What follows belongs to an exercise in optimizing a design on an open flow for small area, a short achievable clock period and few clock cycles per item; a production flow would make more cautious choices. Function was checked by simulation only, so behaviour that the tests miss may differ from the original. Power figures rest on the tool's default switching activity, not on a simulated workload.

==> design.v <==
package mpat_pkg;
  localparam int ZERO_W   = 12;
  localparam int GAIN_W   = 16;
  localparam int DEG_W    = 9;
  localparam int THR_W    = 12;
  localparam int STAGE_W  = 4;
  localparam int OUT_W    = 12;
  localparam int ANGLE_W  = 22;
  localparam int FRAC_W   = 8;
  localparam int APB_DATA_W = 32;
  localparam int APB_ADDR_W = 5;
  localparam int REG_IDX_W  = 3;
  localparam logic [REG_IDX_W-1:0] REG_ZERO_CODE      = 3'd0;
  localparam logic [REG_IDX_W-1:0] REG_GAIN_Q16       = 3'd1;
  localparam logic [REG_IDX_W-1:0] REG_STAGE_DEGREES  = 3'd2;
  localparam logic [REG_IDX_W-1:0] REG_ANGLE_OFFSET   = 3'd3;
  localparam logic [REG_IDX_W-1:0] REG_JUMP_THRESHOLD = 3'd4;
  localparam logic [REG_IDX_W-1:0] REG_MAX_STAGE      = 3'd5;
  localparam logic [ZERO_W-1:0]  RST_ZERO_CODE      = 12'd427;
  localparam logic [GAIN_W-1:0]  RST_GAIN_Q16       = 16'd2376;
  localparam logic [DEG_W-1:0]   RST_STAGE_DEGREES  = 9'd120;
  localparam logic [DEG_W-1:0]   RST_ANGLE_OFFSET   = 9'd55;
  localparam logic [THR_W-1:0]   RST_JUMP_THRESHOLD = 12'd2200;
  localparam logic [STAGE_W-1:0] RST_MAX_STAGE      = 4'd4;
  typedef struct packed {
    logic [ZERO_W-1:0]  zero_code;
    logic [GAIN_W-1:0]  gain_q16;
    logic [DEG_W-1:0]   stage_degrees;
    logic [DEG_W-1:0]   angle_offset;
    logic [THR_W-1:0]   jump_threshold;
    logic [STAGE_W-1:0] max_stage;
  } cfg_t;
endpackage
module multiturn_polar_angle_tracker #(
  parameter int SAMPLES_PER_AVERAGE = 5,
  parameter int SAMPLE_BITS         = 12
) (
  input  logic                                  clk,
  input  logic                                  rst,
  input  logic                                  psel,
  input  logic                                  penable,
  input  logic                                  pwrite,
  input  logic [mpat_pkg::APB_ADDR_W-1:0]       paddr,
  input  logic [mpat_pkg::APB_DATA_W-1:0]       pwdata,
  output logic [mpat_pkg::APB_DATA_W-1:0]       prdata,
  output logic                                  pready,
  input  logic [SAMPLE_BITS-1:0]                sample,
  input  logic                                  sample_valid,
  output logic                                  sample_stall,
  output logic signed [mpat_pkg::ANGLE_W-1:0]   angle_q8,
  output logic [mpat_pkg::STAGE_W-1:0]          stage,
  output logic [mpat_pkg::OUT_W-1:0]            average,
  output logic [mpat_pkg::OUT_W-1:0]            max_seen,
  output logic [mpat_pkg::OUT_W-1:0]            min_seen,
  output logic                                  result_valid,
  input  logic                                  result_stall
);
  logic [11:0] r_zero;
  logic [15:0] r_gain;
  logic [8:0]  r_deg;
  logic [8:0]  r_off;
  logic [11:0] r_thr;
  logic [3:0]  r_max;
  logic [2:0]  idx;
  logic        wr;
  assign idx    = paddr[4:2];
  assign wr     = psel && penable && pwrite;
  assign pready = 1'b1;
  always_ff @(posedge clk) begin
    if (rst) begin
      r_zero <= mpat_pkg::RST_ZERO_CODE;
      r_gain <= mpat_pkg::RST_GAIN_Q16;
      r_deg  <= mpat_pkg::RST_STAGE_DEGREES;
      r_off  <= mpat_pkg::RST_ANGLE_OFFSET;
      r_thr  <= mpat_pkg::RST_JUMP_THRESHOLD;
      r_max  <= mpat_pkg::RST_MAX_STAGE;
    end else if (wr) begin
      case (idx)
        3'd0:    r_zero <= pwdata[11:0];
        3'd1:    r_gain <= pwdata[15:0];
        3'd2:    r_deg  <= pwdata[8:0];
        3'd3:    r_off  <= pwdata[8:0];
        3'd4:    r_thr  <= pwdata[11:0];
        3'd5:    r_max  <= pwdata[3:0];
        default: ;
      endcase
    end
  end
  always_comb begin
    case (idx)
      3'd0:    prdata = {20'd0, r_zero};
      3'd1:    prdata = {16'd0, r_gain};
      3'd2:    prdata = {23'd0, r_deg};
      3'd3:    prdata = {23'd0, r_off};
      3'd4:    prdata = {20'd0, r_thr};
      3'd5:    prdata = {28'd0, r_max};
      default: prdata = '0;
    endcase
  end
  logic [13:0] acc;
  logic [2:0]  cnt;
  logic        take;
  logic        last;
  logic [14:0] acc_sum;
  assign take    = sample_valid && !sample_stall;
  assign last    = (cnt == 3'd4);
  assign acc_sum = {1'b0, acc} + {3'b0, sample};
  always_ff @(posedge clk) begin
    if (rst) begin
      acc <= '0;
      cnt <= '0;
    end else if (take) begin
      if (last) begin
        acc <= '0;
        cnt <= '0;
      end else begin
        acc <= acc_sum[13:0];
        cnt <= cnt + 3'd1;
      end
    end
  end
  logic [14:0] sq;
  logic        s_full;
  logic        s_half;
  logic        s_mean;
  logic        d_done;
  logic        t_done;
  logic [11:0] mean;
  function automatic logic [3:0] d5step(input logic [2:0] r, input logic b);
    logic       q;
    logic [2:0] n;
    q    = r[2] | (r[1] & (r[0] | b));
    n[0] = r[2] ? ~b : (r[1] ? (r[0] & ~b) : b);
    n[1] = r[2] ? ~b : (r[1] ? (r[0] & b) : r[0]);
    n[2] = r[2] ? b : (r[1] & ~r[0] & ~b);
    d5step = {q, n};
  endfunction
  logic [14:0] div_a;
  logic [14:0] div_b;
  always_comb begin
    logic [2:0] r;
    logic [3:0] o;
    logic [4:0] qa;
    logic [6:0] qb;
    r  = {1'b0, sq[14:13]};
    qa = '0;
    for (int i = 12; i >= 7; i--) begin
      o = d5step(r, sq[i]);
      if (i <= 11) qa[i - 7] = o[3];
      r = o[2:0];
    end
    div_a = {r, qa, sq[6:0]};
    r  = sq[14:12];
    qb = '0;
    for (int i = 6; i >= 0; i--) begin
      o = d5step(r, sq[i]);
      qb[i] = o[3];
      r = o[2:0];
    end
    div_b = {3'b0, sq[11:7], qb};
  end
  assign mean = sq[11:0];
  logic [11:0] avg_q;
  logic [3:0]  stg_q;
  logic [11:0] max_q;
  logic [11:0] min_q;
  logic        rv_q;
  logic        out_busy;
  logic        acc_res;
  logic        do_trk;
  logic        do_load;
  assign acc_res  = rv_q && !result_stall;
  logic [13:0] up_s;
  logic [13:0] up_c;
  logic [13:0] dn_s;
  logic [13:0] dn_c;
  logic [13:0] up_y;
  logic [13:0] dn_y;
  logic        up;
  logic        down;
  logic [12:0] gt_y;
  logic [12:0] lt_y;
  logic        new_max;
  logic        new_min;
  logic [3:0]  stg_next;
  always_comb begin
    logic [13:0] p;
    logic [13:0] m;
    logic [13:0] np;
    logic [13:0] nm;
    logic [13:0] nt;
    p  = {2'b0, avg_q};
    m  = {2'b0, mean};
    np = ~p;
    nm = ~m;
    nt = ~{2'b0, r_thr};
    for (int i = 0; i < 14; i++) begin
      up_s[i] = p[i] ^ nm[i] ^ nt[i];
      dn_s[i] = m[i] ^ np[i] ^ nt[i];
    end
    up_c[0] = 1'b1;
    dn_c[0] = 1'b1;
    for (int i = 1; i < 14; i++) begin
      up_c[i] = (p[i-1] & nm[i-1]) | (p[i-1] & nt[i-1]) | (nm[i-1] & nt[i-1]);
      dn_c[i] = (m[i-1] & np[i-1]) | (m[i-1] & nt[i-1]) | (np[i-1] & nt[i-1]);
    end
  end
  assign up_y    = up_s + up_c;
  assign dn_y    = dn_s + dn_c;
  assign up      = !up_y[13];
  assign down    = !dn_y[13];
  assign gt_y    = {1'b0, mean} + {1'b0, ~max_q};
  assign lt_y    = {1'b0, min_q} + {1'b0, ~mean};
  assign new_max = gt_y[12];
  assign new_min = lt_y[12];
  always_comb begin
    logic [3:0] inc_v;
    logic [3:0] dec_v;
    logic [3:0] keep_v;
    inc_v  = ({1'b0, stg_q} + 5'd1 > {1'b0, r_max}) ? 4'd0 : stg_q + 4'd1;
    dec_v  = (stg_q == 4'd0 || stg_q - 4'd1 > r_max) ? 4'd0 : stg_q - 4'd1;
    keep_v = (stg_q > r_max) ? 4'd0 : stg_q;
    if (up) begin
      stg_next = inc_v;
    end else if (down) begin
      stg_next = dec_v;
    end else begin
      stg_next = keep_v;
    end
  end
  logic signed [16:0] a_q;
  logic [13:0]        d_q;
  logic [7:0]         l_q;
  logic [1:0]         m_cnt;
  logic               m_busy;
  logic               m_idle;
  logic [12:0]        dval;
  logic [20:0]        tsum;
  logic [6:0]         dneg;
  logic [16:0]        a_init;
  assign dval = tsum[12:0];
  always_comb begin
    logic [15:0] dx;
    dx = {dval[12], dval[12], dval, 1'b0};
    for (int j = 0; j < 7; j++) begin
      dneg[j] = dx[2*j+2] & ~(dx[2*j+1] & dx[2*j]);
    end
    a_init     = '0;
    a_init[0]  = dneg[0];
    a_init[2]  = dneg[1];
    a_init[4]  = dneg[2];
    a_init[6]  = dneg[3];
    a_init[7]  = 1'b1;
    a_init[8]  = dneg[4];
    a_init[10] = dneg[5];
    a_init[12] = dneg[6];
  end
  assign m_idle  = !m_busy && (!rv_q || acc_res);
  assign do_load = s_full && s_mean && !d_done && m_idle;
  logic [3:0] fl_stg;
  logic       fl_max;
  logic       fl_min;
  logic       fl_ok;
  always_ff @(posedge clk) begin
    fl_stg <= stg_next;
    fl_max <= new_max;
    fl_min <= new_min;
  end
  assign do_trk  = s_full && s_mean && fl_ok && !t_done && !out_busy;
  logic trk_d;
  logic m_go;
  assign m_go = (m_cnt != 2'd3) || (out_busy && !trk_d);
  logic [20:0] row0;
  logic [20:0] row1;
  logic [20:0] cs_s;
  logic [20:0] cs_c;
  logic [13:0] d_next;
  logic [5:0]  enc_q;
  logic        last_q;
  logic        busy_next;
  assign busy_next = do_load || (m_busy && !(m_go && m_cnt == 2'd3));
  always_comb begin
    if (do_load) begin
      d_next = {dval, 1'b0};
    end else if (m_busy && m_go) begin
      d_next = {{4{d_q[13]}}, d_q[13:4]};
    end else begin
      d_next = d_q;
    end
  end
  function automatic logic [2:0] booth_enc(input logic [2:0] b);
    booth_enc = {b[1] ^ b[0],
                 (b[2] & ~b[1] & ~b[0]) | (~b[2] & b[1] & b[0]),
                 b[2] & ~(b[1] & b[0])};
  endfunction
  always_ff @(posedge clk) begin
    enc_q  <= busy_next ? {booth_enc(d_next[4:2]), booth_enc(d_next[2:0])} : 6'd0;
    last_q <= busy_next && (do_load ? 1'b0 : ((m_busy && m_go) ? (m_cnt == 2'd2) : (m_cnt == 2'd3)));
  end
  always_comb begin
    logic [17:0] g1;
    logic [17:0] g2;
    logic [20:0] xs;
    logic [20:0] a;
    g1 = {2'b0, r_gain};
    g2 = {1'b0, r_gain, 1'b0};
    for (int i = 0; i < 18; i++) begin
      row0[i]     = ((enc_q[2] & g1[i]) | (enc_q[1] & g2[i])) ^ enc_q[0];
      row1[i + 2] = ((enc_q[5] & g1[i]) | (enc_q[4] & g2[i])) ^ enc_q[3];
    end
    row0[20:18] = {3{enc_q[0]}};
    row1[1:0]   = 2'b00;
    row1[20]    = enc_q[3];
    xs   = {{3{x_q[13]}}, x_q, 4'b0};
    row1 = row1 | (last_q ? xs : 21'd0);
    row0 = row0 | (m_busy ? 21'd0 : {9'b0, mean});
    row1 = row1 | (m_busy ? 21'd0 : ~{9'b0, r_zero});
    a = m_busy ? 21'(a_q) : 21'd0;
    for (int i = 0; i < 21; i++) begin
      cs_s[i] = a[i] ^ row0[i] ^ row1[i];
    end
    cs_c[0] = !m_busy;
    for (int i = 1; i < 21; i++) begin
      cs_c[i] = (a[i-1] & row0[i-1]) | (a[i-1] & row1[i-1]) | (row0[i-1] & row1[i-1]);
    end
  end
  assign tsum = cs_s + cs_c;
  logic [13:0] x_q;
  logic [13:0] x_next;
  always_comb begin
    logic [13:0] r [5];
    logic [13:0] s1;
    logic [13:0] c1;
    logic [13:0] s2;
    logic [13:0] c2;
    logic [13:0] s3;
    logic [13:0] c3;
    for (int j = 0; j < 4; j++) begin
      r[j] = stg_q[j] ? (14'(r_deg) << j) : 14'd0;
    end
    r[4] = ~{5'b0, r_off};
    for (int i = 0; i < 14; i++) begin
      s1[i] = r[4][i] ^ r[0][i] ^ r[1][i];
    end
    c1[0] = 1'b1;
    for (int i = 1; i < 14; i++) begin
      c1[i] = (r[4][i-1] & r[0][i-1]) | (r[4][i-1] & r[1][i-1]) | (r[0][i-1] & r[1][i-1]);
    end
    for (int i = 0; i < 14; i++) begin
      s2[i] = s1[i] ^ c1[i] ^ r[2][i];
    end
    c2[0] = 1'b0;
    for (int i = 1; i < 14; i++) begin
      c2[i] = (s1[i-1] & c1[i-1]) | (s1[i-1] & r[2][i-1]) | (c1[i-1] & r[2][i-1]);
    end
    for (int i = 0; i < 14; i++) begin
      s3[i] = s2[i] ^ c2[i] ^ r[3][i];
    end
    c3[0] = 1'b0;
    for (int i = 1; i < 14; i++) begin
      c3[i] = (s2[i-1] & c2[i-1]) | (s2[i-1] & r[3][i-1]) | (c2[i-1] & r[3][i-1]);
    end
    x_next = s3 + c3;
  end
  always_ff @(posedge clk) begin
    x_q <= x_next;
  end
  logic [2:0] cnt_next;
  logic       s_full_next;
  always_comb begin
    cnt_next = cnt;
    if (take) cnt_next = last ? 3'd0 : cnt + 3'd1;
    s_full_next = s_full;
    if (s_full && (d_done || do_load) && (t_done || do_trk)) s_full_next = 1'b0;
    if (take && last) s_full_next = 1'b1;
  end
  always_ff @(posedge clk) begin
    if (rst) begin
      s_full       <= 1'b0;
      s_half       <= 1'b0;
      s_mean       <= 1'b0;
      d_done       <= 1'b0;
      t_done       <= 1'b0;
      sample_stall <= 1'b0;
      m_busy       <= 1'b0;
      m_cnt        <= '0;
      trk_d        <= 1'b0;
      fl_ok        <= 1'b0;
      rv_q         <= 1'b0;
      out_busy     <= 1'b0;
      avg_q        <= '0;
      stg_q        <= '0;
      max_q        <= '0;
      min_q        <= '1;
    end else begin
      s_full       <= s_full_next;
      sample_stall <= (cnt_next == 3'd4) && s_full_next;
      if (take && last) begin
        s_half <= 1'b0;
        s_mean <= 1'b0;
        d_done <= 1'b0;
        t_done <= 1'b0;
      end else begin
        if (s_full) s_half <= 1'b1;
        if (s_full && s_half) s_mean <= 1'b1;
        if (do_load) d_done <= 1'b1;
        if (do_trk) t_done <= 1'b1;
      end
      if (do_load) begin
        m_busy <= 1'b1;
        m_cnt  <= '0;
      end else if (m_busy && m_go) begin
        m_cnt <= m_cnt + 2'd1;
        if (m_cnt == 2'd3) begin
          m_busy <= 1'b0;
        end
      end
      trk_d <= do_trk;
      fl_ok <= s_full && s_mean && !do_trk;
      if (m_busy && m_go && m_cnt == 2'd3) rv_q <= 1'b1;
      else if (acc_res) rv_q <= 1'b0;
      if (do_trk) out_busy <= 1'b1;
      else if (acc_res) out_busy <= 1'b0;
      if (do_trk) begin
        avg_q <= mean;
        stg_q <= fl_stg;
        if (fl_max) max_q <= mean;
        if (fl_min) min_q <= mean;
      end
    end
  end
  always_ff @(posedge clk) begin
    if (take && last) begin
      sq <= acc_sum;
    end else if (s_full && !s_half) begin
      sq <= div_a;
    end else if (s_full && !s_mean) begin
      sq <= div_b;
    end
    d_q <= d_next;
    if (do_load) begin
      a_q <= a_init;
    end else if (m_busy && m_go) begin
      a_q <= tsum[20:4];
      l_q <= {tsum[3:0], l_q[7:4]};
    end
  end
  assign angle_q8     = (!a_q[14] && a_q[13]) ? 22'h1fffff : {a_q[13:0], l_q};
  assign stage        = stg_q;
  assign average      = avg_q;
  assign max_seen     = max_q;
  assign min_seen     = min_q;
  assign result_valid = rv_q;
endmodule
==> flow/run.sh <==
#!/bin/bash
# Layout flow: the standard ORFS flow (standard.sh's make call) with these
# changes: synthesis maps with an area-oriented ABC script (flow/area.abc)
# instead of ORFS's speed script; ports are buffered with buf_N cells given
# below; and the cells listed in EXTRA_DONT_USE are kept out of the netlist
# (added to the platform's don't-use list). Register mapping, flattening,
# renaming, floorplan, power grid, placement, CTS and routing are unchanged.
set -euo pipefail
here=$(pwd)
EXTRA_DONT_USE="sky130_fd_sc_hd__a222oi_1"
PORT_BUFFER="sky130_fd_sc_hd__buf_1"
# synthesis body: ORFS synth.tcl with the abc script argument replaced
sed 's#^source \$::env(SCRIPTS_DIR)/synth_preamble.tcl#source $::env(SCRIPTS_DIR)/synth_preamble.tcl\nset abc_args [lreplace $abc_args 1 1 $::env(MY_ABC_SCRIPT)]#' \
  "$FLOW_HOME/scripts/synth.tcl" > "$here/my_synth_body.tcl"
grep -q 'MY_ABC_SCRIPT' "$here/my_synth_body.tcl"
# The standard flow's synthesis wrapper, sourcing that body instead of ORFS's synth.tcl
sed "s#source \$::env(SCRIPTS_DIR)/synth.tcl#source $here/my_synth_body.tcl#" \
  "$here/synth_recipe.tcl" > "$here/my_synth.tcl"
grep -q 'my_synth_body.tcl' "$here/my_synth.tcl"
# the platform's don't-use list plus the extra cells
du=$(DONT_USE_CELLS="$EXTRA_DONT_USE" make -s -C "$FLOW_HOME" DESIGN_CONFIG="$here/config.mk" \
  WORK_HOME="$here/orfs" print-DONT_USE_CELLS 2> "$here/dont_use.log" | sed -n 's/^DONT_USE_CELLS: //p')
echo "$du" >> "$here/dont_use.log"
for c in $EXTRA_DONT_USE; do grep -q "$c" <<< "$du"; done
grep -q 'probe_p_8' <<< "$du"
# standard.sh with the synthesis script swapped and the don't-use list given
sed "s#SYNTH_SCRIPT=[^ ]*#SYNTH_SCRIPT=$here/my_synth.tcl ADDER_MAP_FILE= DONT_USE_CELLS=\"$du\"#" \
  "$here/standard.sh" > "$here/my_standard.sh"
grep -q 'my_synth.tcl' "$here/my_standard.sh"
export BUFFER_PORTS_ARGS="-buffer_cell $PORT_BUFFER"
export MY_ABC_SCRIPT="$here/flow/area.abc"
bash "$here/my_standard.sh" > "$here/flow.log" 2>&1
==> flow/area.abc <==
&get -n
&st
&dch
&nf
&put
==> standard.sh <==
#!/bin/bash
# synth_recipe.tcl (not shown) runs the flow's synth.tcl, then flattens the netlist and writes it again
# the make line also repeats each setting of config.mk as NAME=value (left out here)
make -C /OpenROAD-flow-scripts/flow DESIGN_CONFIG=/design/flow/config.mk WORK_HOME=/design/flow/orfs CLKGATE_MAP_FILE= SYNTH_SCRIPT=/design/flow/synth_recipe.tcl "${@:-finish}"
==> config.mk <==
export PLATFORM = sky130hd
export DESIGN_NAME = multiturn_polar_angle_tracker
export DESIGN_NICKNAME = multiturn_polar_angle_tracker
export VERILOG_FILES = /design/flow/design.v
export SDC_FILE = /design/flow/constraint.sdc
export NUM_CORES = 4
export LEC_CHECK = 0
export CAP_MARGIN = 20
export CORE_MARGIN = 2
export CORE_UTILIZATION = 40
export CTS_CLUSTER_DIAMETER = 120
export CTS_CLUSTER_SIZE = 20
export SETUP_SLACK_MARGIN = 3.15
export SLEW_MARGIN = 20
==> constraint.sdc <==
create_clock -name core_clock -period 7.0 [get_ports {clk}]
set_input_delay 1.4000 -clock core_clock [delete_from_list [all_inputs] [get_ports {clk}]]
set_output_delay 1.4000 -clock core_clock [all_outputs]
set_load 0.01 [all_outputs]
==> results.toml, run 1 <==
[clock_tree]
cts_made_buffers = 14
htree_levels = 1
clkLatencyLatePin_ps = 500
cts_tree = "done"
clkSinkCount = 213
cts.path.max_buffers = 3
hold_buffers = 0
cts-root-buf = "clkbuf_16"
clkTransAtPathRegs_ps = 90

[final_layout]
seq_area_sq_mm = 0.00467
final_cell_mix = "nand2_1 (251), nor2_1 (235), dfxtp_1 (166), xnor2_1 (119), a21oi_1 (111)"
drive_above_1_share_pct = 4.56
fillers = 3343
multiInputGateArea_sq_mm = 0.00892
final_common_cell = "nand2_1"
area_growth_syn_to_layout_pct = 13.2
antenna_cells = 0
fin_area_sq_mm = 0.0155
num-nets-final = 1937

[synthesis]
netlist_area_sq_mm = 0.0137
synth-compound-area-share_pct = 22.3
async_flop_share_pct = 0
ys_types = 60
yosysSeqAreaShare_pct = 34.0
syn_area_per_cell_sq_um = 7.98
synth_top_family_by_area = "simple AND/OR/NAND/NOR gates"
ys_warn_count = 2
synthMuxAreaShare_pct = 1.11
synth_cells = 1716
synth-simple-area-share_pct = 23.7
ys_seq_elements = 213
synth_fa_ha_area_share_pct = 2.85
synth_top_flop_cell = "dfxtp_1"
synth_edf_count = 39
synthXorXnorAreaFrac_pct = 14.0

[floorplan]
fp.dieH_um = 189
pin_count = 153
die_area_sq_mm = 0.0357
initial_core_util_pct = 40.7
core-area_sq_mm = 0.0336
num_rows = 67
fp.dieW_um = 189

[timing]
finalCritPeriodShare_pct = 54.8
setup_ws_ps = 3160
fin_tns_setup_ps = 0
worstMarginPinSlew_ps = 1020
rsz0062_at_grt = "yes"
setup_viol = 0
skew_ps = 23.2
relSlewSlack_pct = 32.3
finalHoldViolCount = 0
hold_ws_ps = 446
max_freq_mhz = 261
slew_viol_final = 0
period_needed_ps = 3840

[route]
num_vias = 12946
ant_nets = 0
drt-vias-per-instance = 5.54
routedWlPerCell_um = 17.4
dr.pass1.iters = 5
drcViolationCount = 0
drtIter0Drc = 761
wl_mm = 40.7

[critical_path]
r2r_setup_slack_ps = 3400
cp_max_fo = 8
crit_arrival_ps = 2440
path_class = "in -> out"
endpoint_kind = "primary output"
cp-start-kind = "input pin"
cp.required_ps = 5600

[grt]
overflow = 0
grt_max_degree = 65
grt_pass1_vias = 11913
antenna_found_initial = 0
grt_pass1_wl_mm = 64.0
grt_util_all_layers_pct = 22.1

[placed_design]
portBuffers = 117
place_area_sq_mm = 0.0147
post-place-ws_ps = 2520
gp_congestion = 0.877
dpl.hpwl_mm = 29.9

[min_path]
hp-class = "reg -> reg"

[power_and_ir_drop]
p_leak_nw = 5.75
power_density_mw_per_mm2 = 160
peakVddDrop_mv = 0.113

[outcome]
outcome = "finished clean"

[job]
drv_cap = 0
-- synth_stat cells (all sizes together), types with 5 or more instances --
cell	number	area [sq um]
a21oi	112	561
nor2b	31	194
nor3	58	290
a22oi	67	503
o31a	10	87.6
xnor3	10	225
nand3	21	105
buf	17	128
o21ai	96	480
nor3b	6	45.0
a21boi	6	45.0
o221ai	5	43.8
and2	35	219
mux2i	14	140
o21a	15	113
xnor2	120	1050
dfxtp	174	3480
o22ai	20	125
or3	7	43.8
o32ai	6	52.6
and3	8	50.1
or2	12	75.1
nand2b	41	257
nand2	251	942
o211ai	17	128
o31ai	9	67.6
edfxtp	39	1170
clkinv	40	150
a21o	16	120
a31oi	11	68.8
a211oi	23	173
a22o	18	158
o21bai	5	37.5
a211o	5	43.8
nor2	236	886
maj3	39	390
xor2	65	569
-- cell families after synthesis --
family / Yosys count
AOI/OAI and AO/OA: 468
other: 2
and+or+nand+nor: 724
xor gates and xnor gates: 198
DFF: 213
buffers and inverters: 57
adders and majority gates: 39
muxes: 15
-- critical path, stage by stage --
cell	delay (ps)
clkbuf_4	160
nor3b_4	240
buf_6	200
a22oi_1	120
nand3_1	140
buf_1	160
-- final timing paths --
path                            startpoint        end  depth (start not counted)
worst min-delay path             fl_stg[1]   stg_q[1]                          1
worst max-delay path              paddr[3]  prdata[3]                          6
worst max register to register    stg_q[2]    x_q[12]                          9
worst min register to register   fl_stg[1]   stg_q[1]                          1
-- metal layers --
metal,vias to the layer above,part of all wire (%),global-route usage (%)
met4,0,2.2,5.05
li1,6433,-,-
met2,366,45,36.0
met5,-,0,0
met3,51,6.1,3.06
met1,6096,47,30.9
-- report_power, final --
| part | internal [mW] | switching [mW] | total [mW] |
|---|---|---|---|
| combinational | 0.120 | 0.191 | 0.311 |
| clock | 0.407 | 0.443 | 0.851 |
| sequential | 1.28 | 0.0456 | 1.32 |
-- what timing repair did --
action | 4_1_cts | 5_1_grt
resized for setup | 17 | 38
pin swaps | 1 | 5
buffers inserted | 3 | 20
gates cloned | 0 | 1
endpoints found under the setup margin | 24 | 34
-- metrics by stage --
stage / power [mW] / utilization [%] / instances
3_3_place_gp: 1.64 / 43.8 / 2289
2_1_floorplan: 1.55 / - / 1731
3_5_place_dp: 1.65 / 43.8 / 2289
6_report: 2.49 / 46.1 / 2335
4_1_cts: 2.50 / 45.3 / 2314
5_1_grt: 2.59 / 46.1 / 2335
-- cell type report --
type | count | area share (%)
repair buffers | 151 | 4.96
clock inverters | 1 | 0.0404
flip-flops and latches | 213 | 30.1
multi-input cells | 1461 | 57.6
inverters | 40 | 1.06
clock buffers | 21 | 2.63
well taps | 448 | 3.62
-- registers in the layout (all words and copies together), names as in the netlist, 2 cells and up --
signal and count:
stg_q 4, r_zero 12, r_thr 12, enc_q 6, acc 14, r_max 4, min_q 12, fl_stg 4
r_off 9, x_q 14, l_q 8, r_deg 9, sq 15, m_cnt 2, d_q 14, max_q 12
avg_q 12, r_gain 16, a_q 17, cnt 3
Testbench counts, summed over its fixed seeds: cycles 16,064, items 3,200.
==> run 2: changes to the inputs <==
==> flow/area.abc (replaced) <==
&get -n
&st
&dch
&nf -R 1000
&put
==> results.toml, run 2 <==
[grt]
grt_util_all_layers_pct = 22.4
grt_max_degree = 74
antenna_found_initial = 0
grt_pass1_vias = 11501
grt_pass1_wl_mm = 61.4
overflow = 0

[final_layout]
largest_reg_flops = 17
fillers = 3289
top_regs = "a_q x17, r_gain x16, sq x15"
regMostFlops = "a_q"
area_growth_syn_to_layout_pct = 20.0
antenna_cells = 0
final_cell_mix = "nor2_1 (261), nand2_1 (256), dfxtp_1 (158), xnor2_1 (125), buf_1 (103)"
drive_above_1_share_pct = 12.3
num-nets-final = 1984
final_util_pct = 48.6
final_common_cell = "nor2_1"

[critical_path]
cp_max_fo = 7
path_class = "in -> out"
crit_arrival_ps = 2430
cp.required_ps = 5600
endpoint_kind = "primary output"
cp-start-kind = "input pin"

[clock_tree]
htree_levels = 1
cts.path.max_buffers = 3
clkTransAtPathRegs_ps = 80
clkLatencyLatePin_ps = 500
clkSinkCount = 213
cts_tree = "done"
cts-root-buf = "clkbuf_16"
hold_buffers = 0
cts_made_buffers = 14

[timing]
skew_ps = 20.7
max_freq_mhz = 261
finalHoldViolCount = 0
finalCritPeriodShare_pct = 54.7
slew_viol_final = 0
setup_ws_ps = 3170
relSlewSlack_pct = 23.2
period_needed_ps = 3830
worstMarginPinSlew_ps = 1150
fin_tns_setup_ps = 0
rsz0062_at_grt = "yes"
setup_viol = 0

[power_and_ir_drop]
finalPower_mw = 2.46
peakVddDrop_mv = 0.113
p_leak_nw = 5.87
power_density_mw_per_mm2 = 156

[synthesis]
ys_seq_elements = 213
yosysTopAreaCell = "dfxtp_1"
netlist_area_sq_mm = 0.0132
synth_top_flop_cell = "dfxtp_1"
synth_top_area_share_pct = 26.4
ys_warn_count = 2
yosysMostFrequentCell = "nor2_1"
syn_area_per_cell_sq_um = 7.70
synth_common_cells = "nor2_1 (269), nand2_1 (263), dfxtp_1 (174)"
netlist_top_cells_area = "dfxtp_1 (26%), edfxtp_1 (8.9%), xnor2_1 (8.8%)"
ys_types = 53
synth_cells = 1713
async_flop_share_pct = 0
yosysSeqAreaShare_pct = 35.3
synth_edf_count = 39

[floorplan]
pin_count = 153
fp.dieW_um = 186
initial_core_util_pct = 40.5
fp.dieH_um = 186
core-area_sq_mm = 0.0325
num_rows = 66
die_area_sq_mm = 0.0344

[placed_design]
post-place-ws_ps = 2270
gp_congestion = 0.861
portBuffers = 117
dpl.hpwl_mm = 28.2

[outcome]
outcome = "finished clean"

[job]
drv_cap = 0

[route]
routedWlPerCell_um = 16.9
drtIter0Drc = 1072
dr.pass1.iters = 5
ant_nets = 0
num_vias = 12969
drt-vias-per-instance = 5.46
drcViolationCount = 0
wl_mm = 40.1

[min_path]
hp-class = "reg -> reg"
==> run 2: cell count changes in the layout (fill, tap and decap cells not counted), sizes merged, moves of 8 or more <==
cell / change
o21a: -8
xnor3: -9
nor2: +33
buf: +51
nand2: +12
xnor2: +12
nand3: +8
mux2i: -9
o31a: -9
maj3: -11
==> run 2: stage by stage <==
step                      hold WS (ps)  std cells  area (sq um)
after floorplan                    417       1728         13300
final                              448       2376         15800
after CTS                          449       2324         15100
after global placement             430       2279         14200
after detailed placement           429       2279         14200
after global routing               467       2376         15800
==> run 2: layer usage <==
metal,part of all wire (%),track usage [%]
met5,0,0
met2,46,36.7
met4,2.2,5.29
met3,5.1,2.43
met1,46,31.8
==> run 2: cell families after synthesis <==
family | after synthesis | share of synthesized area [%]
DFF | 213 | 35.3
AOI/OAI and AO/OA | 439 | 21.1
adders and majority gates | 28 | 2.13
buffers and inverters | 58 | 2.14
muxes | 5 | 0.380
other | 2 | 0.0570
and+or+nand+nor | 777 | 26.1
xor gates and xnor gates | 191 | 12.8
==> run 2: cell type report <==
class / instances / area [sq um] / area share [%]
sequential: 213 / 4700 / 29.7
clock inverter: 1 / 6.26 / 0.0395
timing repair buffer: 201 / 1180 / 7.46
inverter: 41 / 173 / 1.09
multi-input combinational: 1457 / 8800 / 55.6
tap: 442 / 553 / 3.50
clock buffer: 21 / 408 / 2.58
==> run 2: final timing paths <==
path,slack (ps),start,endpoint,depth (start not counted)
worst min-delay path,450,l_q[5],l_q[1],0
worst max register to register,3290,enc_q[2],a_q[16],23
worst min register to register,450,l_q[5],l_q[1],0
worst max-delay path,3170,paddr[4],prdata[2],6
==> run 2: worst max-delay path, cell delays in order <==
cell	delay [ps]
buf_6	120
nor3b_4	290
buf_6	210
a22oi_2	120
nand3_1	130
buf_2	140
==> run 2: timing repair <==
item                       CTS  global route
gates cloned                 1             0
buffers inserted            22            52
setup endpoints to repair   34            36
pin swaps                    5            50
gates resized for setup     62           101
==> run 2: power breakdown <==
group          total (mW)  leakage (nW)  switching, mW  internal, mW
Combinational       0.300          3.88          0.182         0.118
Clock               0.846         0.202          0.439         0.407
Sequential           1.32          1.79         0.0428          1.28
Total                2.46          5.87          0.664          1.80
==> run 3: changes to the inputs <==
==> flow/area.abc (replaced) <==
&get -n
&st
&dch
&nf
&put
--- a/config.mk
+++ b/config.mk
@@ -11,3 +11,3 @@
 export CTS_CLUSTER_DIAMETER = 120
-export CTS_CLUSTER_SIZE = 20
+export CTS_CLUSTER_SIZE = 24
 export SETUP_SLACK_MARGIN = 3.15
==> results.toml, run 3 <==
[outcome]
outcome = "finished clean"

[placed_design]
portBuffers = 117
post-place-ws_ps = 2520
place_area_sq_mm = 0.0147
gp_congestion = 0.877
dpl.hpwl_mm = 29.9
dp.cells = 2289

[grt]
grt_pass1_wl_mm = 64.3
antenna_found_initial = 0
grt_util_all_layers_pct = 22.2
grt_max_degree = 65
overflow = 0
grt_pass1_vias = 11930

[power_and_ir_drop]
p_leak_nw = 5.72
finalPower_mw = 2.42
power_density_mw_per_mm2 = 157
peakVddDrop_mv = 0.125

[critical_path]
worstSetupStartpoint = "paddr[3]"
cp.required_ps = 5600
crit_chain = "clkbuf_4 > nor3b_1 > buf_4 > a22oi_1 > nand3_1 > buf_1"
slowest_delay_ps = 220
r2r_start = "stg_q[2]"
cp-start-kind = "input pin"
endpoint_kind = "primary output"
path_class = "in -> out"
r2r_setup_slack_ps = 3410
crit_arrival_ps = 2430
slowest_stage = "a22oi_1"
cp_max_fo = 11

[timing]
finalHoldViolCount = 0
setup_ws_ps = 3170
relSlewSlack_pct = 31.5
fin_tns_setup_ps = 0
max_freq_mhz = 261
setup_viol = 0
finalCritPeriodShare_pct = 54.7
hold_ws_ps = 446
skew_ps = 21.2
slew_viol_final = 0
rsz0062_at_grt = "yes"
period_needed_ps = 3830
worstMarginPinSlew_ps = 1030

[clock_tree]
hold_buffers = 0
clkSinkCount = 213
cts-root-buf = "clkbuf_16"
clkTransAtPathRegs_ps = 100
htree_levels = 1
cts_tree = "done"
cts_made_buffers = 12
cts.path.max_buffers = 3
clkLatencyLatePin_ps = 500

[min_path]
hp-start = "fl_stg[1]"
hp-class = "reg -> reg"

[synthesis]
synth_top_area_share_pct = 25.4
ys_types = 60
yosysTopAreaCell = "dfxtp_1"
netlist_area_sq_mm = 0.0137
syn_area_per_cell_sq_um = 7.98
synth_common_cells = "nand2_1 (251), nor2_1 (236), dfxtp_1 (174)"
async_flop_share_pct = 0
synth_cells = 1716
ys_seq_elements = 213
ys_warn_count = 2
synth_top_flop_cell = "dfxtp_1"
netlist_top_cells_area = "dfxtp_1 (25%), edfxtp_1 (8.6%), xnor2_1 (7.7%)"
yosysSeqAreaShare_pct = 34.0
yosysMostFrequentCell = "nand2_1"
synth_edf_count = 39

[route]
drtIter0Drc = 725
drt-vias-per-instance = 5.55
wl_mm = 40.8
ant_nets = 0
num_vias = 12938
routedWlPerCell_um = 17.5
dr.pass1.iters = 5
drcViolationCount = 0

[job]
drv_cap = 0

[floorplan]
fp.dieW_um = 189
num_rows = 67
core-area_sq_mm = 0.0336
die_area_sq_mm = 0.0357
pin_count = 153
initial_core_util_pct = 40.7
fp.dieH_um = 189

[final_layout]
seq_area_sq_mm = 0.00467
final_common_cell = "nand2_1"
largest_reg_flops = 17
final_util_pct = 45.9
num-nets-final = 1935
area_growth_syn_to_layout_pct = 12.8
regMostFlops = "a_q"
stdcell_count = 2333
fillers = 3347
multiInputGateArea_sq_mm = 0.00893
antenna_cells = 0
final_cell_mix = "nand2_1 (251), nor2_1 (235), dfxtp_1 (166), xnor2_1 (119), a21oi_1 (111)"
top_regs = "a_q x17, r_gain x16, sq x15"
drive_above_1_share_pct = 4.46
fin_area_sq_mm = 0.0154
[run 3: where the power goes]
part	switching (mW)	internal, mW	leakage, nW
sequential	0.0447	1.28	1.78
clock	0.437	0.349	0.171
combinational	0.192	0.120	3.77
[run 3: final cells by class]
type	instances	area share, %
multi-input cells	1461	57.8
clock buffers	19	2.25
inverters	40	1.06
flip-flops and latches	213	30.3
repair buffers	151	4.97
well taps	448	3.63
clock inverters	1	0.0324
[run 3: cell families (layout without fill, tap and decap cells)]
group	Yosys count	count (layout)	share of synthesized area [%]
and+or+nand+nor	724	724	23.7
AOI/OAI and AO/OA	468	468	22.3
DFF	213	213	34.0
xor gates and xnor gates	198	198	14.0
buffers and inverters	57	211	2.03
adders and majority gates	39	39	2.85
muxes	15	15	1.11
other	2	17	0.0548
[run 3: worst paths after layout]
check | end | depth (start not counted)
worst min register to register | stg_q[1] | 1
worst max register to register | x_q[12] | 9
worst min-delay path | stg_q[1] | 1
worst max-delay path | prdata[3] | 6
[run 3: routing by layer]
layer	track usage [%]	vias to the layer above	wire length [um]
met5	0	-	0
met4	5.26	0	802
met3	2.97	46	2340
met2	36.3	360	18600
met1	31.1	6101	19100
li1	-	6431	-
[run 3: what timing repair did]
action,4_1_cts,5_1_grt
endpoints found under the setup margin,24,35
resized for setup,17,38
setup buffers,3,20
gates cloned,0,1
pin swaps,1,5
[run 3: worst max-delay path, delay by kind of cell]
| family | cells | cell delay, ps |
|---|---|---|
| AOI/OAI and AO/OA | 1 | 220 |
| buffers and inverters | 3 | 500 |
| and+or+nand+nor | 2 | 310 |
==> run 4: changes to the inputs <==
==> flow/area.abc (replaced) <==
&get -n
&st
&dch
&nf
&st
&dch
&nf
&put
--- a/config.mk
+++ b/config.mk
@@ -9,5 +9,5 @@
 export CORE_MARGIN = 2
-export CORE_UTILIZATION = 40
+export CORE_UTILIZATION = 50
 export CTS_CLUSTER_DIAMETER = 120
-export CTS_CLUSTER_SIZE = 24
+export CTS_CLUSTER_SIZE = 20
 export SETUP_SLACK_MARGIN = 3.15
==> results.toml, run 4 <==
[placed_design]
post-place-ws_ps = 2330
gp_congestion = 0.870
dpl.hpwl_mm = 27.7
portBuffers = 117

[floorplan]
fp.dieW_um = 166
die_area_sq_mm = 0.0275
fp.dieH_um = 166
pin_count = 153
num_rows = 59
core-area_sq_mm = 0.0259
initial_core_util_pct = 50.5

[critical_path]
endpoint_kind = "register"
crit_chain = "buf_8 > nor2_4 > o21ai_2 > maj3_2 > maj3_2 > maj3_2 > maj3_2 > maj3_2 > a21oi_4 > o21ai_2 > nor2b_4 > o221ai_2 > nand2_1 > xor2_1 > a21o_1"
crit_top_cell = "maj3_2"
path_class = "in -> reg"
cp.required_ps = 7260
rr_worst_depth = 16
slowest_delay_ps = 340
path_depth = 15
crit_arrival_ps = 4280
path_delay_family = "adder cells"
path_buf_inv = 1
cp_max_fo = 3
cp-start-kind = "input pin"
slowest_stage = "maj3_2"

[timing]
worstMarginPinSlew_ps = 837
finalHoldViolCount = 0
setup_viol = 0
setup_ws_ps = 2980
slew_viol_final = 0
hold_ws_ps = 447
period_needed_ps = 4020
skew_ps = 24.1
relSlewSlack_pct = 44.1
finalCritPeriodShare_pct = 57.4
rsz0062_at_grt = "yes"
fin_tns_setup_ps = 0
max_freq_mhz = 249

[grt]
grt_util_all_layers_pct = 26.8
grt_max_degree = 68
overflow = 0
antenna_found_initial = 0
grt_pass1_vias = 11278
grt_pass1_wl_mm = 60.8

[synthesis]
synthMuxAreaShare_pct = 0.392
synth_fa_ha_area_share_pct = 2.75
synth_top_family_by_area = "compound AO/OA/AOI/OAI gates"
synth_edf_count = 39
async_flop_share_pct = 0
yosysSeqAreaShare_pct = 35.5
yosysTopAreaCell = "dfxtp_1"
ys_seq_elements = 213
synth_top_area_share_pct = 26.6
synth_common_cells = "nor2_1 (256), nand2_1 (230), dfxtp_1 (174)"
netlist_area_sq_mm = 0.0131
syn_area_per_cell_sq_um = 7.78
synth-simple-area-share_pct = 23.9
ys_warn_count = 2
netlist_top_cells_area = "dfxtp_1 (27%), edfxtp_1 (8.9%), nor2_1 (7.3%)"
synth_top_flop_cell = "dfxtp_1"
synth-compound-area-share_pct = 24.4
synth_cells = 1684
synthXorXnorAreaFrac_pct = 10.5
yosysMostFrequentCell = "nor2_1"
ys_types = 61

[route]
wl_mm = 39.4
drcViolationCount = 0
ant_nets = 0
drtIter0Drc = 1067
routedWlPerCell_um = 17.5
drt-vias-per-instance = 5.73
num_vias = 12896
dr.pass1.iters = 6

[min_path]
whs_path_depth = 0
hp-class = "reg -> reg"

[final_layout]
final_common_cell = "nor2_1"
regMostFlops = "a_q"
final_cell_mix = "nor2_1 (251), nand2_1 (227), dfxtp_1 (155), o21ai_0 (134), a21oi_1 (106)"
num-nets-final = 1965
area_growth_syn_to_layout_pct = 19.8
antenna_cells = 0
fillers = 2418
top_regs = "a_q x17, r_gain x16, sq x15"
drive_above_1_share_pct = 11.9
largest_reg_flops = 17

[clock_tree]
cts-root-buf = "clkbuf_16"
clkLatencyLatePin_ps = 490
cts.path.max_buffers = 3
clkSinkCount = 213
cts_made_buffers = 14
cts_tree = "done"
clkTransAtPathRegs_ps = 90
hold_buffers = 0
htree_levels = 1

[power_and_ir_drop]
peakVddDrop_mv = 0.196
p_leak_nw = 6.07
power_density_mw_per_mm2 = 156

[job]
drv_cap = 0

[outcome]
outcome = "finished clean"
## run 4: cell types whose count changed in the layout (fill, tap and decap cells not counted), sizes merged, moves of 19 or more
cell / delta
o21ai: +52
nor3: -39
nand2: -21
nor2: +20
buf: +60
xnor2: -19
## run 4: final cells by class
type                    instances  area [sq um]  share of cell area (%)
flip-flops and latches        213          4710                    30.0
inverters                      51           201                    1.28
well taps                     335           419                    2.67
multi-input cells            1418          8610                    54.9
clock inverters                 1          8.76                  0.0558
clock buffers                  21           398                    2.54
repair buffers                211          1340                    8.53
## run 4: final timing paths
| check | start | to | slack (ps) |
|---|---|---|---|
| setup / recovery | sample[1] | sq[12] | 2980 |
| hold / removal | l_q[7] | l_q[3] | 450 |
| setup reg to reg | stg_q[1] | x_q[11] | 3230 |
| hold reg to reg | l_q[7] | l_q[3] | 450 |
## run 4: timing repair
action / 4_1_cts / 5_1_grt
pin swaps: 22 / 54
buffers inserted: 38 / 45
cloned: 0 / 3
setup endpoints to repair: 34 / 40
resized for setup: 42 / 127
## run 4: routing by layer
layer	wire, um	part of all wire [%]	GRT usage, %
met3	2210	5.6	2.65
met5	0	0	0
met1	19000	48	39.9
met2	17500	44	42.4
met4	724	1.8	5.37
## run 4: cells by family (layout without fill, tap and decap cells)
| logic type | count (synthesis) | count (layout) |
|---|---|---|
| compound gates | 505 | 505 |
| xor+xnor | 154 | 154 |
| fa+ha+maj | 36 | 36 |
| buf+inv | 68 | 284 |
| flops | 213 | 213 |
| mux | 5 | 5 |
| other cells | 2 | 17 |
| simple gates | 701 | 701 |
## run 4: power by group
group          leakage, nW  switching, mW  internal, mW  total (mW)
sequential            1.78         0.0401          1.27        1.31
combinational         4.09          0.178         0.126       0.304
clock                0.196          0.434         0.398       0.832
total                 6.07          0.652          1.80        2.45
## run 4: through the flow
stage          area, sq um  std cells  total power [mW]  utilization (%)
6_report             15700       2250              2.45             60.5
5_1_grt              15700       2250              2.54             60.5
4_1_cts              14900       2201              2.44             57.4
3_5_place_dp         14000       2141              1.61             54.1
3_3_place_gp         14000       2141              1.61             54.1
2_1_floorplan        13200       1699              1.52                -
==> run 5: changes to the inputs <==
==> flow/area.abc (replaced) <==
&get -n
&st
&dch
&nf
&put
==> results.toml, run 5 <==
[min_path]
hp-class = "reg -> reg"

[power_and_ir_drop]
clockPowerShare_pct = 34.2
p_leak_nw = 5.71
power_density_mw_per_mm2 = 162
swShare_pct = 27.5
peakVddDrop_mv = 0.145
comb_power_share_pct = 12.2
seqPwrFrac_pct = 53.6
p_sw_mw = 0.678
p_int_mw = 1.79

[synthesis]
async_flop_share_pct = 0
synth_cells = 1716
yosysMostFrequentCell = "nand2_1"
yosysSeqAreaShare_pct = 34.0
netlist_top_cells_area = "dfxtp_1 (25%), edfxtp_1 (8.6%), xnor2_1 (7.7%)"
yosysTopAreaCell = "dfxtp_1"
synth_top_area_share_pct = 25.4
ys_seq_elements = 213
synth_edf_count = 39
netlist_area_sq_mm = 0.0137
synth_top_flop_cell = "dfxtp_1"
ys_types = 60
synth_common_cells = "nand2_1 (251), nor2_1 (236), dfxtp_1 (174)"
ys_warn_count = 2
syn_area_per_cell_sq_um = 7.98

[route]
met1_length_mm = 19.1
num_vias = 12895
top_layer = "met4"
wl_met3_mm = 1.99
dr.pass1.iters = 6
wl_mm = 39.8
wl_met2_mm = 18.0
drt-vias-per-instance = 5.80
routedWlPerCell_um = 17.9
ant_nets = 0
drtIter0Drc = 958
drcViolationCount = 0

[grt]
grt_pass1_vias = 11874
grt_pass1_wl_mm = 63.6
grt_util_all_layers_pct = 27.4
grt_max_degree = 79
overflow = 0
antenna_found_initial = 0

[placed_design]
portBuffers = 117
dpl.hpwl_mm = 29.3
gp_congestion = 0.898

[timing]
finalHoldViolCount = 0
slew_viol_final = 0
period_needed_ps = 3840
setup_viol = 0
relSlewSlack_pct = 41.7
max_freq_mhz = 260
skew_ps = 22.0
fin_tns_setup_ps = 0
rsz0062_at_grt = "yes"
finalCritPeriodShare_pct = 54.9
worstMarginPinSlew_ps = 874

[final_layout]
top_regs = "a_q x17, r_gain x16, sq x15"
num-nets-final = 1934
antenna_cells = 0
fillers = 2598
area_growth_syn_to_layout_pct = 11.5
drive_above_1_share_pct = 3.93
final_util_pct = 56.6
final_common_cell = "nand2_1"
final_cell_mix = "nand2_1 (251), nor2_1 (234), dfxtp_1 (167), xnor2_1 (120)"
largest_reg_flops = 17
regMostFlops = "a_q"

[job]
drv_cap = 0

[clock_tree]
clkLatencyLatePin_ps = 490
clkTransAtPathRegs_ps = 80
cts-root-buf = "clkbuf_16"
htree_levels = 1
clkSinkCount = 213
cts_made_buffers = 14
cts.path.max_buffers = 3
cts_tree = "done"
hold_buffers = 0

[critical_path]
path_class = "in -> out"
cp-start-kind = "input pin"
endpoint_kind = "primary output"
cp.required_ps = 5600
cp_max_fo = 15
crit_arrival_ps = 2440

[floorplan]
num_rows = 60
core-area_sq_mm = 0.0270
fp.dieH_um = 169
initial_core_util_pct = 50.8
pin_count = 153
die_area_sq_mm = 0.0287
fp.dieW_um = 169

[outcome]
outcome = "finished clean"
==> run 5: changes by cell type in the layout (fill, tap and decap cells not counted), sizes merged, moves of 15 or more <==
cell / delta
o21ai: -52
xnor2: +19
nand2: +21
nor3: +39
and2: -15
nor2: -20
buf: -60
==> run 5: cell families (layout without fill, tap and decap cells) <==
family | Yosys count | in the layout | share of synthesized area, %
adders and majority gates | 39 | 39 | 2.85
buffers and inverters | 57 | 209 | 2.03
muxes | 15 | 15 | 1.11
AOI/OAI and AO/OA | 468 | 468 | 22.3
DFF | 213 | 213 | 34.0
and+or+nand+nor | 724 | 724 | 23.7
xor gates and xnor gates | 198 | 198 | 14.0
other | 2 | 17 | 0.0548
==> run 5: metal layers <==
metal | track usage (%) | vias to the layer above
li1 | - | 6431
met1 | 39.8 | 6061
met2 | 44.5 | 362
met3 | 2.71 | 41
met4 | 5.50 | 0
met5 | 0 | -
==> run 5: timing repair <==
| action | in CTS | in global routing |
|---|---|---|
| endpoints found under the setup margin | 16 | 37 |
| gates resized for setup | 13 | 19 |
| pin swaps | 1 | 0 |
| setup buffers | 4 | 11 |
==> run 5: worst paths after layout <==
check,from,endpoint,slack [ps],cells after the start
max,paddr[2],prdata[4],3160,6
min,l_q[6],l_q[2],440,0
max reg2reg,enc_q[5],a_q[8],3420,12
min reg2reg,l_q[6],l_q[2],440,0
==> run 5: power groups by stage <==
stage	Clock (mW)	Sequential, mW	Combinational (mW)
after detailed placement	0	1.35	0.296
after CTS	0.864	1.32	0.301
after global placement	0	1.35	0.289
after global routing	0.904	1.33	0.339
after floorplan	0	1.33	0.212
final	0.845	1.32	0.302
==> run 5: critical path: stages <==
cell and delay (ps):
buf_2 150, nor3b_2 170, buf_6 160, a22oi_1 280
nand3_1 130, buf_1 140
==> run 5: final cells by class <==
type                       instances  area, sq um  area share [%]
multi-input combinational       1461         8900            58.3
sequential                       213         4670            30.6
timing repair buffer             148          717            4.70
tap                              341          427            2.79
clock buffer                      20          394            2.58
inverter                          40          155            1.02
clock inverter                     1         8.76          0.0574
==> run 5: stage by stage <==
| step | cell area [sq um] | worst slack [ps] | cells | hold slack, ps | total power [mW] |
|---|---|---|---|---|---|
| after floorplan | 13800 | 3200 | 1731 | 417 | 1.55 |
| after global placement | 14600 | 2540 | 2187 | 422 | 1.64 |
| after detailed placement | 14600 | 2530 | 2187 | 426 | 1.65 |
| after CTS | 15100 | 3140 | 2212 | 439 | 2.49 |
| after global routing | 15300 | 3140 | 2224 | 464 | 2.57 |
| final | 15300 | 3160 | 2224 | 443 | 2.47 |
==> run 6: changes to the inputs <==
==> flow/area.abc (replaced) <==
&get -n
&st
&dch -f
&nf -R 100
&put
==> results.toml, run 6 <==
[synthesis]
synthMuxAreaShare_pct = 0.0751
synth_cells = 1752
ys_seq_elements = 213
async_flop_share_pct = 0
ys_warn_count = 2
synthXorXnorAreaFrac_pct = 12.7
synth_top_flop_cell = "dfxtp_1"
yosysMostFrequentCell = "nand2_1"
synth_top_family_by_area = "simple AND/OR/NAND/NOR gates"
netlist_top_cells_area = "dfxtp_1 (26%), nand2_1 (9.4%), xnor2_1 (9.0%)"
netlist_area_sq_mm = 0.0133
synth_top_area_share_pct = 26.1
synth-compound-area-share_pct = 22.2
yosysTopAreaCell = "dfxtp_1"
synth_edf_count = 39
syn_area_per_cell_sq_um = 7.60
synth_fa_ha_area_share_pct = 2.70
synth_common_cells = "nand2_1 (335), nor2_1 (212), dfxtp_1 (174)"
ys_types = 55
yosysSeqAreaShare_pct = 34.9
synth-simple-area-share_pct = 24.9

[critical_path]
cp-start-kind = "input pin"
worst_r2r_endpoint = "x_q[12]"
crit_arrival_ps = 2440
rr_worst_depth = 16
slowest_delay_ps = 230
crit_chain = "buf_2 > nor3b_2 > buf_6 > a22oi_1 > nand3_1 > buf_1"
endpoint_kind = "primary output"
slowest_stage = "buf_6"
path_class = "in -> out"
path_depth = 6
r2r_start = "stg_q[0]"
path_delay_family = "buffers and inverters"
path_buf_inv = 3
cp.required_ps = 5600
r2r_setup_slack_ps = 3370
cp_max_fo = 18

[route]
routedWlPerCell_um = 17.1
drtIter0Drc = 1023
met1_length_mm = 17.3
top_layer = "met4"
drt-vias-per-instance = 5.70
num_vias = 12917
wl_mm = 38.8
dr.pass1.iters = 23
wl_met3_mm = 2.01
drcViolationCount = 0
ant_nets = 0
wl_met2_mm = 18.8

[grt]
grt_max_degree = 80
grt_util_all_layers_pct = 27.1
grt_pass1_wl_mm = 61.6
grt_pass1_vias = 11876
antenna_found_initial = 0
overflow = 0

[floorplan]
fp.dieH_um = 167
initial_core_util_pct = 51.0
num_rows = 59
fp.dieW_um = 167
die_area_sq_mm = 0.0280
core-area_sq_mm = 0.0261
pin_count = 153

[timing]
period_needed_ps = 3840
finalCritPeriodShare_pct = 54.9
fin_tns_setup_ps = 0
setup_viol = 0
skew_ps = 12.9
rsz0062_at_grt = "yes"
finalHoldViolCount = 0
worstMarginPinSlew_ps = 1070
relSlewSlack_pct = 28.9
slew_viol_final = 0
max_freq_mhz = 260

[final_layout]
final_util_pct = 58.6
multiInputGateArea_sq_mm = 0.00872
drive_above_1_share_pct = 7.41
area_growth_syn_to_layout_pct = 14.9
final_cell_mix = "nand2_1 (334), nor2_1 (205), dfxtp_1 (159), a21oi_1 (147), xnor2_1 (130)"
top_regs = "a_q x17, r_gain x16, sq x15"
fillers = 2488
regMostFlops = "a_q"
largest_reg_flops = 17
final_common_cell = "nand2_1"
stdcell_count = 2266
seq_area_sq_mm = 0.00469
antenna_cells = 0
num-nets-final = 1982

[clock_tree]
clkLatencyLatePin_ps = 480
cts.path.max_buffers = 3
cts-root-buf = "clkbuf_16"
htree_levels = 1
clkSinkCount = 213
cts_made_buffers = 14
cts_tree = "done"
hold_buffers = 0
clkTransAtPathRegs_ps = 90

[placed_design]
dp.cells = 2210
gp_congestion = 0.874
dpl.hpwl_mm = 27.9
portBuffers = 117

[power_and_ir_drop]
peakVddDrop_mv = 0.149
finalPower_mw = 2.46
p_leak_nw = 5.42
power_density_mw_per_mm2 = 161

[min_path]
whs_path_depth = 2
hp-start = "fl_stg[2]"
min_to = "stg_q[2]"
hp-class = "reg -> reg"

[job]
drv_cap = 0

[outcome]
outcome = "finished clean"
[run 6: worst max path at each step]
stage | startpoint | endpoint | slack, ps
floorplan | enc_q[0] | a_q[15] | 3030
global placement | enc_q[0] | a_q[15] | 2420
detailed placement | enc_q[0] | a_q[15] | 2370
CTS | sq[0] | a_q[15] | 3130
global route | sample[0] | sq[13] | 3060
finish | paddr[2] | prdata[2] | 3160
[run 6: cell type report]
type,instances,area share (%)
clock inverter,2,0.229
clock buffer,19,2.55
multi-input combinational,1484,57.0
inverter,53,1.50
tap,335,2.74
sequential,213,30.7
timing repair buffer,160,5.34
[run 6: worst reg2reg max path, cell delays in order (launching register included)]
cell and delay, ps:
dfxtp_4 400, nand2_1 100, maj3_1 400, xnor2_1 150, xnor2_1 230, xor2_1 270, xnor2_2 120, nor2_1 110
o21ai_1 100, maj3_1 390, nor2b_1 160, nor2_2 130, o21ai_1 130, o21ai_1 230, o211ai_1 150, a211o_1 340
xnor2_1 130
[run 6: timing repair]
item / 4_1_cts / 5_1_grt
pin swaps: 3 / 19
buffers inserted: 18 / 17
gates resized for setup: 46 / 69
setup endpoints to repair: 41 / 38
[run 6: metal layers]
metal | vias up | global-route usage, %
li1 | 6476 | -
met1 | 6121 | 35.3
met2 | 290 | 47.7
met3 | 30 | 3.71
met4 | 0 | 6.09
met5 | - | 0
[run 6: logic make-up (layout without fill, tap and decap cells)]
group                    after synthesis  in the layout
flip-flops                           213            213
other                                  2             17
AO/OA/AOI/OAI                        481            481
multiplexers                           1              1
XOR/XNOR                             193            193
adder cells (fa/ha/maj)               36             36
AND/OR/NAND/NOR                      756            756
buffers and inverters                 70            234
[run 6: per-stage QoR]
step                      setup WS (ps)  instance area, sq um  hold slack (ps)
after floorplan                    3030                 13400              416
after global placement             2420                 14200              422
after detailed placement           2370                 14200              429
after CTS                          3130                 14900              449
after global routing               3060                 15300              463
final                              3160                 15300              440
[run 6: power breakdown]
part | switching (mW) | total, mW | internal (mW)
combinational | 0.181 | 0.290 | 0.109
clock | 0.432 | 0.862 | 0.431
sequential | 0.0375 | 1.31 | 1.27
total | 0.650 | 2.46 | 1.81
==> run 7: changes to the inputs <==
==> flow/area.abc (replaced) <==
&get -n
&st
&dch
&nf
&put
--- a/config.mk
+++ b/config.mk
@@ -12,3 +12,3 @@
 export CTS_CLUSTER_SIZE = 20
-export SETUP_SLACK_MARGIN = 3.15
+export SETUP_SLACK_MARGIN = 3.05
 export SLEW_MARGIN = 20
==> results.toml, run 7 <==
[outcome]
outcome = "finished clean"

[floorplan]
die_area_sq_mm = 0.0287
num_rows = 60
pin_count = 153
initial_core_util_pct = 50.8
fp.dieH_um = 169
fp.dieW_um = 169
core-area_sq_mm = 0.0270

[final_layout]
drive_above_1_share_pct = 3.04
largest_reg_flops = 17
final_cell_mix = "nand2_1 (251), nor2_1 (235), dfxtp_1 (167), xnor2_1 (120), buf_1 (113)"
area_growth_syn_to_layout_pct = 10.5
final_common_cell = "nand2_1"
top_regs = "a_q x17, r_gain x16, sq x15"
antenna_cells = 0
regMostFlops = "a_q"
num-nets-final = 1925

[synthesis]
yosysTopAreaCell = "dfxtp_1"
synth_cells = 1716
yosysSeqAreaShare_pct = 34.0
syn_area_per_cell_sq_um = 7.98
synth-compound-area-share_pct = 22.3
ys_seq_elements = 213
synthXorXnorAreaFrac_pct = 14.0
ys_types = 60
synth_top_family_by_area = "simple AND/OR/NAND/NOR gates"
netlist_area_sq_mm = 0.0137
synthMuxAreaShare_pct = 1.11
synth_common_cells = "nand2_1 (251), nor2_1 (236), dfxtp_1 (174)"
synth_fa_ha_area_share_pct = 2.85
yosysMostFrequentCell = "nand2_1"
ys_warn_count = 2
netlist_top_cells_area = "dfxtp_1 (25%), edfxtp_1 (8.6%), xnor2_1 (7.7%)"
synth_top_area_share_pct = 25.4
synth_top_flop_cell = "dfxtp_1"
synth-simple-area-share_pct = 23.7
async_flop_share_pct = 0
synth_edf_count = 39

[min_path]
hp-class = "reg -> reg"
whs_path_depth = 0
hp-start = "l_q[6]"
min_to = "l_q[2]"

[clock_tree]
clkTransAtPathRegs_ps = 80
clkLatencyLatePin_ps = 510
htree_levels = 1
cts_tree = "done"
cts_made_buffers = 14
clkSinkCount = 213
cts-root-buf = "clkbuf_16"
cts.path.max_buffers = 3

[timing]
fin_tns_setup_ps = 0
period_needed_ps = 3870
max_freq_mhz = 259
slew_viol_final = 0
worstMarginPinSlew_ps = 1070
finalCritPeriodShare_pct = 55.2
setup_viol = 0
skew_ps = 34.6
setup_ws_ps = 3130
finalHoldViolCount = 0
rsz0062_at_grt = "no"
relSlewSlack_pct = 28.7

[grt]
overflow = 0
grt_pass1_wl_mm = 63.1
grt_util_all_layers_pct = 27.5
grt_pass1_vias = 11622
antenna_found_initial = 0
grt_max_degree = 86

[critical_path]
cp_max_fo = 18
cp-start-kind = "input pin"
endpoint_kind = "primary output"
worst_r2r_endpoint = "sq[0]"
slowest_stage = "a22oi_1"
path_class = "in -> out"
r2r_start = "sq[14]"
rr_worst_depth = 12
crit_arrival_ps = 2470
slowest_delay_ps = 310
crit_chain = "buf_2 > nor3b_2 > buf_6 > a22oi_1 > nand3_1 > buf_1"
path_buf_inv = 3
path_delay_family = "buffers and inverters"
r2r_setup_slack_ps = 3340
cp.required_ps = 5600

[job]
drv_cap = 0

[power_and_ir_drop]
peakVddDrop_mv = 0.148
p_leak_nw = 5.65
finalPower_mw = 2.47
power_density_mw_per_mm2 = 163

[route]
routedWlPerCell_um = 18.1
num_vias = 12865
wl_mm = 40.0
drtIter0Drc = 893
dr.pass1.iters = 7
ant_nets = 0
drcViolationCount = 0
drt-vias-per-instance = 5.81

[placed_design]
post-place-ws_ps = 2540
portBuffers = 117
dpl.hpwl_mm = 29.3
gp_congestion = 0.913
-- run 7: repair_timing --
action / CTS / global route
hold buffers: 0 / 0
hold endpoints to repair: 0 / 0
resized for setup: 7 / 14
setup buffers: 2 / 3
endpoints found under the setup margin: 14 / 28
-- run 7: layer usage --
metal  vias to the layer above  global-route usage (%)  share of wire (%)
li1                       6410                       -                  -
met1                      6073                    40.1                 49
met2                       330                    43.2                 44
met3                        52                    3.43                5.1
met4                         0                    6.58                2.2
met5                         -                       0                  0
-- run 7: worst max-delay path by stage --
stage / start / end / cells after the start
finish: paddr[2] / prdata[0] / 6
global route: sq[1] / fl_stg[2] / 12
CTS: paddr[3] / prdata[0] / 6
detailed placement: paddr[4] / prdata[3] / 5
global placement: paddr[4] / prdata[0] / 5
floorplan: paddr[3] / prdata[10] / 3
-- run 7: logic make-up after synthesis --
| group | after synthesis |
|---|---|
| AND/OR/NAND/NOR | 724 |
| flip-flops | 213 |
| adder cells (fa/ha/maj) | 39 |
| XOR/XNOR | 198 |
| buffers and inverters | 57 |
| other | 2 |
| AO/OA/AOI/OAI | 468 |
| multiplexers | 15 |
-- run 7: layout make-up --
class | count | area (sq um)
Clock buffer | 21 | 398
Clock inverter | 1 | 8.76
Fill cell | 2634 | 11800
Inverter | 40 | 158
Multi-Input combinational cell | 1461 | 8860
Sequential cell | 213 | 4660
Tap cell | 341 | 427
Timing Repair Buffer | 139 | 623
-- run 7: where the power goes --
part,internal (mW),switching (mW),total [mW]
clock network,0.399,0.450,0.849
logic,0.114,0.185,0.299
registers,1.28,0.0459,1.33
total,1.79,0.680,2.47
-- run 7: through the flow --
stage	hold slack [ps]	cell area [sq um]	utilization, %	instances
floorplan	417	13800	-	1731
detailed placement	424	14600	54.3	2188
global route	462	15100	56.2	2216
global placement	422	14600	54.3	2187
finish	440	15100	56.2	2216
CTS	443	15100	55.9	2212
==> run 8: changes to the inputs <==
--- a/config.mk
+++ b/config.mk
@@ -12,3 +12,3 @@
 export CTS_CLUSTER_SIZE = 20
-export SETUP_SLACK_MARGIN = 3.05
+export SETUP_SLACK_MARGIN = 3.25
 export SLEW_MARGIN = 20
==> results.toml, run 8 <==
[synthesis]
yosysSeqAreaShare_pct = 34.0
synth_edf_count = 39
ys_types = 60
ys_warn_count = 2
yosysTopAreaCell = "dfxtp_1"
netlist_top_cells_area = "dfxtp_1 (25%), edfxtp_1 (8.6%), xnor2_1 (7.7%)"
synth_cells = 1716
synth_common_cells = "nand2_1 (251), nor2_1 (236), dfxtp_1 (174)"
async_flop_share_pct = 0
netlist_area_sq_mm = 0.0137
syn_area_per_cell_sq_um = 7.98
ys_seq_elements = 213
synth_top_flop_cell = "dfxtp_1"
yosysMostFrequentCell = "nand2_1"
synth_top_area_share_pct = 25.4

[placed_design]
dpl.hpwl_mm = 29.2
gp_congestion = 0.873
portBuffers = 117
place_area_sq_mm = 0.0146
dp.cells = 2186

[final_layout]
drive_above_1_share_pct = 6.03
regMostFlops = "a_q"
top_regs = "a_q x17, r_gain x16, sq x15"
fin_area_sq_mm = 0.0155
final_common_cell = "nand2_1"
multiInputGateArea_sq_mm = 0.00900
seq_area_sq_mm = 0.00467
final_cell_mix = "nand2_1 (250), nor2_1 (234), dfxtp_1 (167), xnor2_1 (119), a21oi_1 (112)"
final_util_pct = 57.5
num-nets-final = 1939
antenna_cells = 0
fillers = 2594
largest_reg_flops = 17
stdcell_count = 2230
area_growth_syn_to_layout_pct = 13.2

[timing]
rsz0062_at_grt = "yes"
skew_ps = 28.1
relSlewSlack_pct = 27.9
period_needed_ps = 3780
worstMarginPinSlew_ps = 1080
finalHoldViolCount = 0
finalCritPeriodShare_pct = 54.1
setup_viol = 0
slew_viol_final = 0
max_freq_mhz = 264
fin_tns_setup_ps = 0

[min_path]
hp-class = "reg -> reg"
whs_path_depth = 0

[grt]
antenna_found_initial = 0
grt_pass1_wl_mm = 63.1
grt_pass1_vias = 11620
grt_max_degree = 79
overflow = 0
grt_util_all_layers_pct = 27.5

[floorplan]
fp.dieW_um = 169
pin_count = 153
initial_core_util_pct = 50.8
core-area_sq_mm = 0.0270
num_rows = 60
die_area_sq_mm = 0.0287
fp.dieH_um = 169

[critical_path]
r2r_setup_slack_ps = 3440
path_class = "in -> out"
crit_arrival_ps = 2380
cp_max_fo = 6
cp-start-kind = "input pin"
endpoint_kind = "primary output"
cp.required_ps = 5600
rr_worst_depth = 13

[route]
routedWlPerCell_um = 18.2
drt-vias-per-instance = 5.87
wl_mm = 40.6
ant_nets = 0
drcViolationCount = 0
dr.pass1.iters = 8
num_vias = 13093
drtIter0Drc = 1030

[clock_tree]
clkLatencyLatePin_ps = 500
cts.path.max_buffers = 3
clkTransAtPathRegs_ps = 80
clkSinkCount = 213
htree_levels = 1
cts-root-buf = "clkbuf_16"
cts_tree = "done"
cts_made_buffers = 14

[power_and_ir_drop]
power_density_mw_per_mm2 = 160
finalPower_mw = 2.48
p_leak_nw = 5.84
peakVddDrop_mv = 0.176

[job]
drv_cap = 0

[outcome]
outcome = "finished clean"
==> run 8: cell counts after synthesis <==
Identical to the previous run, type by type.
==> run 8: logic make-up (layout without fill, tap and decap cells) <==
| logic type | Yosys count | after routing | synth area share, % |
|---|---|---|---|
| other | 2 | 17 | 0.0548 |
| adder cells (fa/ha/maj) | 39 | 39 | 2.85 |
| AO/OA/AOI/OAI | 468 | 468 | 22.3 |
| XOR/XNOR | 198 | 198 | 14.0 |
| multiplexers | 15 | 15 | 1.11 |
| buffers and inverters | 57 | 215 | 2.03 |
| AND/OR/NAND/NOR | 724 | 724 | 23.7 |
| flip-flops | 213 | 213 | 34.0 |
==> run 8: worst paths after layout <==
kind | end | from
worst min-delay path | l_q[3] | l_q[7]
worst max register to register | sq[0] | sq[14]
worst min register to register | l_q[3] | l_q[7]
worst max-delay path | prdata[1] | paddr[2]
==> run 8: routing by layer <==
layer | wire (um) | up-vias | track usage (%) | part of all wire (%)
met2 | 18000 | 394 | 43.5 | 44
li1 | - | 6439 | - | -
met1 | 19300 | 6208 | 40.2 | 47
met5 | 0 | - | 0 | 0
met4 | 848 | 0 | 6.06 | 2.1
met3 | 2420 | 52 | 3.31 | 6.0
==> run 8: timing repair <==
action	in CTS	in global routing
hold buffers	0	0
buffers inserted	7	14
cloned	1	0
hold endpoints to repair	0	0
gates resized for setup	52	42
setup endpoints to repair	38	44
pin swaps	7	7
==> run 8: area by class of cell <==
| type | instances | area share, % |
|---|---|---|
| clock buffers | 21 | 2.57 |
| clock inverters | 1 | 0.0565 |
| flip-flops and latches | 213 | 30.1 |
| inverters | 40 | 1.02 |
| repair buffers | 153 | 5.42 |
| multi-input cells | 1461 | 58.0 |
| well taps | 341 | 2.75 |
==> run 8: critical path, cell delays in order <==
cell and delay [ps]:
buf_12 110, nor3b_4 150, buf_6 120, buf_8 130
a22oi_2 190, nand3_1 110, buf_2 150
==> run 8: power by group <==
| group | switching, mW | total (mW) | internal, mW |
|---|---|---|---|
| Sequential | 0.0441 | 1.32 | 1.28 |
| Clock | 0.447 | 0.847 | 0.399 |
| Combinational | 0.190 | 0.313 | 0.123 |
| Total | 0.682 | 2.48 | 1.80 |
==> run 8: per-stage QoR <==
| step | setup WS, ps | hold WS [ps] |
|---|---|---|
| after floorplan | 3290 | 417 |
| after global placement | 2500 | 423 |
| after CTS | 3220 | 445 |
| after global routing | 3200 | 462 |
| final | 3220 | 445 |
| after detailed placement | 2460 | 425 |

Setup slack of run 8, layout unchanged: 3.216 ns with ideal ports, 3.166 ns with driving cells assumed (clock clkbuf_16, inputs buf_2), 3.032 ns with port delays also shifted by the 0.534 ns mid clock arrival.
